This is an optimization exercise on Yosys and OpenROAD, whose aim is small area and a short achievable clock period, not a production implementation. In this exercise RTL edits were held to simulation tests only and were not proved equivalent to the original. Power is estimated from default activity; no workload was simulated.

==> flow/design.v <==
package mips_bard_pkg;
   localparam logic [5:0] OP_RTYPE = 6'h00;
   localparam logic [5:0] OP_J     = 6'h02;
   localparam logic [5:0] OP_JAL   = 6'h03;
   localparam logic [5:0] OP_BEQ   = 6'h04;
   localparam logic [5:0] OP_BNE   = 6'h05;
   localparam logic [5:0] OP_ADDI  = 6'h08;
   localparam logic [5:0] OP_SLTI  = 6'h0A;
   localparam logic [5:0] OP_ANDI  = 6'h0C;
   localparam logic [5:0] OP_ORI   = 6'h0D;
   localparam logic [5:0] OP_LUI   = 6'h0F;
   localparam logic [5:0] OP_LW    = 6'h23;
   localparam logic [5:0] OP_SW    = 6'h2B;
   localparam logic [5:0] FN_SLL = 6'h00;
   localparam logic [5:0] FN_SRL = 6'h02;
   localparam logic [5:0] FN_JR  = 6'h08;
   localparam logic [5:0] FN_ADD = 6'h20;
   localparam logic [5:0] FN_SUB = 6'h22;
   localparam logic [5:0] FN_AND = 6'h24;
   localparam logic [5:0] FN_OR  = 6'h25;
   localparam logic [5:0] FN_SLT = 6'h2A;
   localparam logic [2:0] AluAdd = 3'd0;
   localparam logic [2:0] AluSub = 3'd1;
   localparam logic [2:0] AluAnd = 3'd2;
   localparam logic [2:0] AluOr  = 3'd3;
   localparam logic [2:0] AluSlt = 3'd4;
   localparam logic [2:0] AluSll = 3'd5;
   localparam logic [2:0] AluSrl = 3'd6;
   localparam logic [2:0] AluLui = 3'd7;
   localparam logic [2:0] WbAlu  = 3'd0;
   localparam logic [2:0] WbMem  = 3'd1;
   localparam logic [2:0] WbRt   = 3'd2;
   localparam logic [2:0] WbLink = 3'd3;
   localparam logic [2:0] WbZero = 3'd4;
endpackage
module mips_bard_regfile (
   input  logic        clk_i,
   input  logic        rst_i,
   input  logic        we_i,
   input  logic [4:0]  waddr_i,
   input  logic [31:0] wdata_i,
   input  logic [4:0]  raddr_a_i,
   input  logic [4:0]  raddr_b_i,
   output logic [31:0] rdata_a_o,
   output logic [31:0] rdata_b_o
);
   logic [31:0] regs_q [32];
   always_ff @(posedge clk_i) begin
      if (rst_i) begin
         for (int i = 0; i < 32; i++) regs_q[i] <= '0;
      end else if (we_i && (waddr_i != 5'd0)) begin
         regs_q[waddr_i] <= wdata_i;
      end
   end
   assign rdata_a_o = (raddr_a_i == 5'd0) ? '0 : regs_q[raddr_a_i];
   assign rdata_b_o = (raddr_b_i == 5'd0) ? '0 : regs_q[raddr_b_i];
endmodule
import mips_bard_pkg::*;
module mips_bard_core #(
   parameter logic [31:0] RESET_PC   = 32'h1000_0000,
   parameter int unsigned DMEM_WORDS = 256
) (
   input  logic        clk,
   input  logic        rst,
   input  logic [31:0] instruction,
   output logic [31:0] pc,
   output logic [31:0] data_out
);
   logic [31:0] pc_q, pc_d, data_q, data_d;
   logic [5:0]  opcode, funct;
   logic [4:0]  rs, rt, rd, shamt;
   logic [31:0] imm_sext, imm_zext, rs_val, rt_val, alu_b, alu_res, mem_rdata, pc_plus4;
   logic [2:0]  alu_op;
   logic [2:0]  wb_sel;
   logic        use_imm, zext, rf_we, mem_we, is_beq, is_bne, is_j, is_jr;
   logic [4:0]  rf_waddr;
   assign opcode   = instruction[31:26];
   assign rs       = instruction[25:21];
   assign rt       = instruction[20:16];
   assign rd       = instruction[15:11];
   assign shamt    = instruction[10:6];
   assign funct    = instruction[5:0];
   assign imm_sext = {{16{instruction[15]}}, instruction[15:0]};
   assign imm_zext = {16'h0000, instruction[15:0]};
   assign pc_plus4 = pc_q + 32'd4;
   mips_bard_regfile u_regfile (
      .clk_i     (clk),
      .rst_i     (rst),
      .we_i      (rf_we),
      .waddr_i   (rf_waddr),
      .wdata_i   (data_d),
      .raddr_a_i (rs),
      .raddr_b_i (rt),
      .rdata_a_o (rs_val),
      .rdata_b_o (rt_val)
   );
   always_comb begin
      alu_op   = AluAdd;
      wb_sel   = WbZero;
      use_imm  = 1'b0;
      zext     = 1'b0;
      rf_we    = 1'b0;
      rf_waddr = rd;
      mem_we   = 1'b0;
      is_beq   = 1'b0;
      is_bne   = 1'b0;
      is_j     = 1'b0;
      is_jr    = 1'b0;
      case (opcode)
         OP_RTYPE: begin
            rf_we  = 1'b1;
            wb_sel = WbAlu;
            case (funct)
               FN_ADD:  alu_op = AluAdd;
               FN_SUB:  alu_op = AluSub;
               FN_AND:  alu_op = AluAnd;
               FN_OR:   alu_op = AluOr;
               FN_SLT:  alu_op = AluSlt;
               FN_SLL:  alu_op = AluSll;
               FN_SRL:  alu_op = AluSrl;
               FN_JR: begin
                  is_jr  = 1'b1;
                  rf_we  = 1'b0;
                  wb_sel = WbZero;
               end
               default: begin
                  rf_we  = 1'b0;
                  wb_sel = WbZero;
               end
            endcase
         end
         OP_ADDI, OP_SLTI, OP_ANDI, OP_ORI, OP_LUI: begin
            use_imm  = 1'b1;
            rf_we    = 1'b1;
            rf_waddr = rt;
            wb_sel   = WbAlu;
            case (opcode)
               OP_SLTI: alu_op = AluSlt;
               OP_ANDI: begin alu_op = AluAnd; zext = 1'b1; end
               OP_ORI:  begin alu_op = AluOr;  zext = 1'b1; end
               OP_LUI:  alu_op = AluLui;
               default: alu_op = AluAdd;
            endcase
         end
         OP_BEQ: is_beq = 1'b1;
         OP_BNE: is_bne = 1'b1;
         OP_J:   is_j   = 1'b1;
         OP_JAL: begin
            is_j     = 1'b1;
            rf_we    = 1'b1;
            rf_waddr = 5'd31;
            wb_sel   = WbLink;
         end
         default: ;
      endcase
   end
   function automatic logic [31:0] alu_calc(input logic [2:0] op, input logic [31:0] a,
                                            input logic [31:0] b, input logic [4:0] shamt);
      logic [31:0] res;
      case (op)
         AluAdd:  res = a + b;
         AluSub:  res = a - b;
         AluAnd:  res = a & b;
         AluOr:   res = a | b;
         AluSlt:  res = {31'd0, ($signed(a) < $signed(b))};
         AluSll:  res = b << shamt;
         AluSrl:  res = b >> shamt;
         AluLui:  res = {b[15:0], 16'h0000};
         default: res = '0;
      endcase
      alu_calc = res;
   endfunction
   assign alu_b   = use_imm ? (zext ? imm_zext : imm_sext) : rt_val;
   assign alu_res = alu_calc(alu_op, rs_val, alu_b, shamt);
   assign mem_rdata = '0;
   always_comb begin
      case (wb_sel)
         WbAlu:   data_d = alu_res;
         WbMem:   data_d = mem_rdata;
         WbRt:    data_d = rt_val;
         WbLink:  data_d = pc_plus4;
         default: data_d = '0;
      endcase
   end
   always_comb begin
      pc_d = pc_plus4;
      if ((is_beq && (rs_val == rt_val)) || (is_bne && (rs_val != rt_val))) begin
         pc_d = pc_plus4 + {imm_sext[29:0], 2'b00};
      end else if (is_j) begin
         pc_d = {pc_plus4[31:28], instruction[25:0], 2'b00};
      end else if (is_jr) begin
         pc_d = rs_val;
      end
   end
   always_ff @(posedge clk) begin
      if (rst) begin
         pc_q   <= RESET_PC;
         data_q <= '0;
      end else begin
         pc_q   <= pc_d;
         data_q <= data_d;
      end
   end
   assign pc       = pc_q;
   assign data_out = data_q;
endmodule
==> flow/run.sh <==
#!/bin/bash
# synth_recipe.tcl (not shown) runs the flow's synth.tcl, then flattens the netlist and writes it again
# the make line also repeats each setting of config.mk as NAME=value (left out here)
make -C /OpenROAD-flow-scripts/flow DESIGN_CONFIG=/design/flow/config.mk WORK_HOME=/design/flow/orfs CLKGATE_MAP_FILE= SYNTH_SCRIPT=/design/flow/synth_recipe.tcl finish
==> flow/config.mk <==
export PLATFORM = sky130hd
export DESIGN_NAME = mips_bard_core
export DESIGN_NICKNAME = mips_bard_core
export VERILOG_FILES = /design/flow/design.v
export SDC_FILE = /design/flow/constraint.sdc
export NUM_CORES = 4
export LEC_CHECK = 0
export CAP_MARGIN = 20
export CORE_MARGIN = 2
export CORE_UTILIZATION = 40
export SLEW_MARGIN = 20
==> flow/constraint.sdc <==
create_clock -name core_clock -period 10.0 [get_ports {clk}]
set_input_delay 2.0000 -clock core_clock [delete_from_list [all_inputs] [get_ports {clk}]]
set_output_delay 2.0000 -clock core_clock [all_outputs]
set_load 0.01 [all_outputs]
==> results.yml <==
run_status:
  outcome: "no timing/DRC/antenna violations"
critical_path:
  cp_cell_sequence: "buf_8, buf_12, mux4_2, mux2_2, nand2_1, a211oi_1, a21boi_0, inv_1, ha_1, nor3_1, nand2_1, nor3_1, nor4bb_1, buf_4, nor3_1, o31ai_1, xor2_1, nor2_1, o31ai_4, buf_12, nor2_1"
  timing.rr.start: "u_regfile.regs_q[15][16]$_SDFFCE_PN0P_"
  critPathKind: "input port to flip-flop"
  cp.required_ps: 10450
  slowest_delay_ps: 1010
  worstReg2RegEnd: "u_regfile.regs_q[29][29]$_SDFFCE_PN0P_"
  cp_max_fo: 53
  rrSetupSlack_ps: 2740
  cp-start-kind: "input port"
  critPathMostFrequentCell: "nor3_1"
  cp-end-kind: "flip-flop"
  reg2regPathDepth: 20
  cp.arrival_ps: 9530
  cp_slowest_cell: "a21boi_0"
timing:
  setup_viol: 0
  fin_setup_tns_ps: 0
  rsz0062_at_grt: "false"
  period_share_pct: 90.8
  fin_skew_ps: 120
  timing.fmax_mhz: 110
  worst_pin_slew_ps: 1280
  slew_viol_final: 0
  finalHoldViolCount: 0
  max_slew_margin_pct: 14.6
  fin_crit_ps: 9080
clock_network:
  clock_sinks: 1088
  cts_buffer_depth: 3
  root_buffer: "clkbuf_16"
  post-cts-setup-buffer-count: 0
  cts_hold_buffers: 0
  cts.reportedPaths.clkPinSlew_ps: 70
  numCtsBuffers: 114
  cts_tree: "yes"
  htree_levels: 3
  clock_latency_ps: 800
  cts_resized: 0
pwr:
  leakage_nw: 26.7
  intPower_w: 0.00839
  switching_share_pct: 32.4
  p_switching_w: 0.00402
  seqPwrFrac_pct: 42.1
  irDropWorstVdd_mv: 0.155
  combinationalPowerShare_pct: 23.4
  p_per_area_nw_per_um2: 163
  p_clk_share_pct: 34.5
synthesis:
  synth-edff-count: 1024
  avgSynthCellArea_sq_um: 11.5
  yosysWarnings: 2
  synth.cell_area_sq_um: 67600
  synth_ff_type: "edfxtp_1"
  yosysTopAreaCellShare_pct: 45.5
  synth_top_area_cell: "edfxtp_1"
  ys_types: 108
  synth_seq_cells: 1088
  synth_most_common_cell: "nor2_1"
  synthTopCellsByCount: "nor2_1 (1106), edfxtp_1 (1024), mux4_2 (444)"
  ys_top_cells_by_area: "edfxtp_1 (45%), mux4_2 (15%), nor2_1 (6.1%), mux2i_1 (4.7%), ha_1 (2.3%)"
  seq_area_frac_synth_pct: 47.4
  synthCells: 5858
  ys_async_sr_fraction_pct: 0
route:
  drt_iter0_drc: 9933
  ant_nets: 0
  wl_per_cell_um: 39.5
  vias: 57300
  vias_per_cell: 6.96
  wirelength_um: 326000
  first_pass_iters: 6
  post-route-drc-count: 0
grt:
  overflow: 0
  antenna_found_initial: 8
  grt_pass1_wl_um: 444000
  grt_max_degree: 75
  grtUsageTotal_pct: 36.8
  grt_pass1_vias: 54400
final_layout:
  drive_gt1_share_pct: 19.9
  multi_input_area_sq_um: 33200
  post-route-util_pct: 45.4
  final_net_count: 6088
  regArea_sq_um: 32000
  fillCellCount: 15400
  areaGrowthSynthToFinish_pct: 12.6
worst_hold_path:
  hold_depth: 2
  holdPathEnd: "pc_q[1]$_SDFFE_PP0P_"
  holdCritPathClass: "flip-flop to flip-flop"
  hp-start: "pc_q[1]$_SDFFE_PP0P_"
floorplanning:
  die_x_um: 415
  rows: 150
  core_sq_um: 168000
  dieArea_sq_um: 172000
  start_util_pct: 40.3
  top_level_ports: 98
  fp.dieH_um: 415
placed_design:
  dp_hpwl_um: 223000
  io_buffers: 97
  place.gp.congestion: 1.06
job:
  maxCapViolCount: 0
[registers in the layout (all words and copies together) (netlist names)]
| register | cells |
|---|---|
| u_regfile.regs_q | 1024 |
| data_q | 32 |
| pc_q | 32 |
[cell families after synthesis]
group	after synthesis	share of synthesized area, %
other	1	0.00555
AOI/OAI and AO/OA	1098	11.4
adders and majority gates	129	2.42
buffers and inverters	663	4.58
xor gates and xnor gates	116	1.50
and+or+nand+nor	1956	12.4
DFF	1088	47.4
muxes	807	20.2
[layout make-up]
class,instances,share of cell area [%]
Antenna cell,7,0.0230
Clock buffer,146,4.04
Clock inverter,71,0.820
Inverter,122,0.601
Multi-Input combinational cell,4138,43.6
Sequential cell,1088,42.1
Tap cell,2204,3.62
Timing Repair Buffer,461,5.28
[worst max-delay path by stage]
| stage | cells past startpoint | start | endpoint |
|---|---|---|---|
| 6_report | 21 | instruction[16] | u_regfile.regs_q[29][29]$_SDFFCE_PN0P_ |
| 5_1_grt | 23 | instruction[16] | u_regfile.regs_q[21][29]$_SDFFCE_PN0P_ |
| 4_1_cts | 23 | instruction[16] | u_regfile.regs_q[29][29]$_SDFFCE_PN0P_ |
| 3_5_place_dp | 23 | instruction[16] | u_regfile.regs_q[3][29]$_SDFFCE_PN0P_ |
| 3_3_place_gp | 23 | instruction[16] | u_regfile.regs_q[2][29]$_SDFFCE_PN0P_ |
| 2_1_floorplan | 22 | instruction[16] | u_regfile.regs_q[16][25]$_SDFFCE_PN0P_ |
[metrics by stage]
step / cells / hold slack [ps] / area (sq um) / power, W / worst slack (ps)
after floorplan: 5889 / 505 / 67700 / 0.00688 / 2630
final: 8237 / 580 / 76100 / 0.0124 / 919
after global placement: 8013 / 553 / 72400 / 0.00807 / 587
after CTS: 8230 / 571 / 76100 / 0.0123 / 1300
after detailed placement: 8013 / 561 / 72400 / 0.00807 / 596
after global routing: 8231 / 595 / 76100 / 0.0126 / 992
[metal layers]
metal  vias up  track usage (%)  share of wire, %
met1     28900             47.3                36
met3      1118             11.1                13
li1      22500                -                 -
met4        12             22.9               7.7
met2      4792             54.5                43
met5         -                0             0.023
[cells in the final DEF, fill, tap and decap left out, types with 126 or more instances in the layout]
cell      Yosys  final
a21oi_1     235    230
nor3_1      183    180
edfxtp_1   1024   1024
nand2_1     318    256
a22oi_1     141    141
mux2i_1     316    316
buf_4        33    340
ha_1        126    126
mux4_2      444    444
nor2_1     1106   1103
[worst max-delay path, delay by kind of cell]
kind	cells	cell delay, ps
muxes	2	830
xor gates and xnor gates	1	250
buffers and inverters	5	1450
AOI/OAI and AO/OA	4	2170
adders and majority gates	1	480
and+or+nand+nor	8	2210
[power by group through the flow]
stage | logic, W | clock network (W) | registers [W]
after global placement | 0.00277 | 0 | 0.00530
after floorplan | 0.00160 | 0 | 0.00528
after CTS | 0.00277 | 0.00428 | 0.00521
after detailed placement | 0.00276 | 0 | 0.00531
final | 0.00291 | 0.00428 | 0.00522
after global routing | 0.00296 | 0.00444 | 0.00523

[what the ideal ports hide]
In the flow no input, the clock included, has a driving cell. The finished layout below was timed again as built, in two steps.
Step 1 (the two cells are an assumption about what drives the block):
set clk [get_ports {clk}]
set_driving_cell -lib_cell sky130_fd_sc_hd__clkbuf_16 $clk
set_driving_cell -lib_cell sky130_fd_sc_hd__buf_2 [delete_from_list [all_inputs] $clk]
Step 2 adds t to the input delays and takes it off the output delays; t is the mean of the earliest and latest rising clock arrival at the registers after step 1. Input paths then give back, and output paths get back, about the clock's delay inside the block.
a / b / c = ideal / step 1 / step 2; a / b = the first two.
t, ns: 0.821
slack for setup (ns): 0.919 / 0.953 / 0.132
hold slack, ns: 0.580 / 0.580 / 0.580
clock arrival spread, ns: 0.120 / 0.120
After both steps this run still meets setup and hold. The setup slack of this run moves by +0.034 ns with the drivers and by -0.787 ns with both steps.
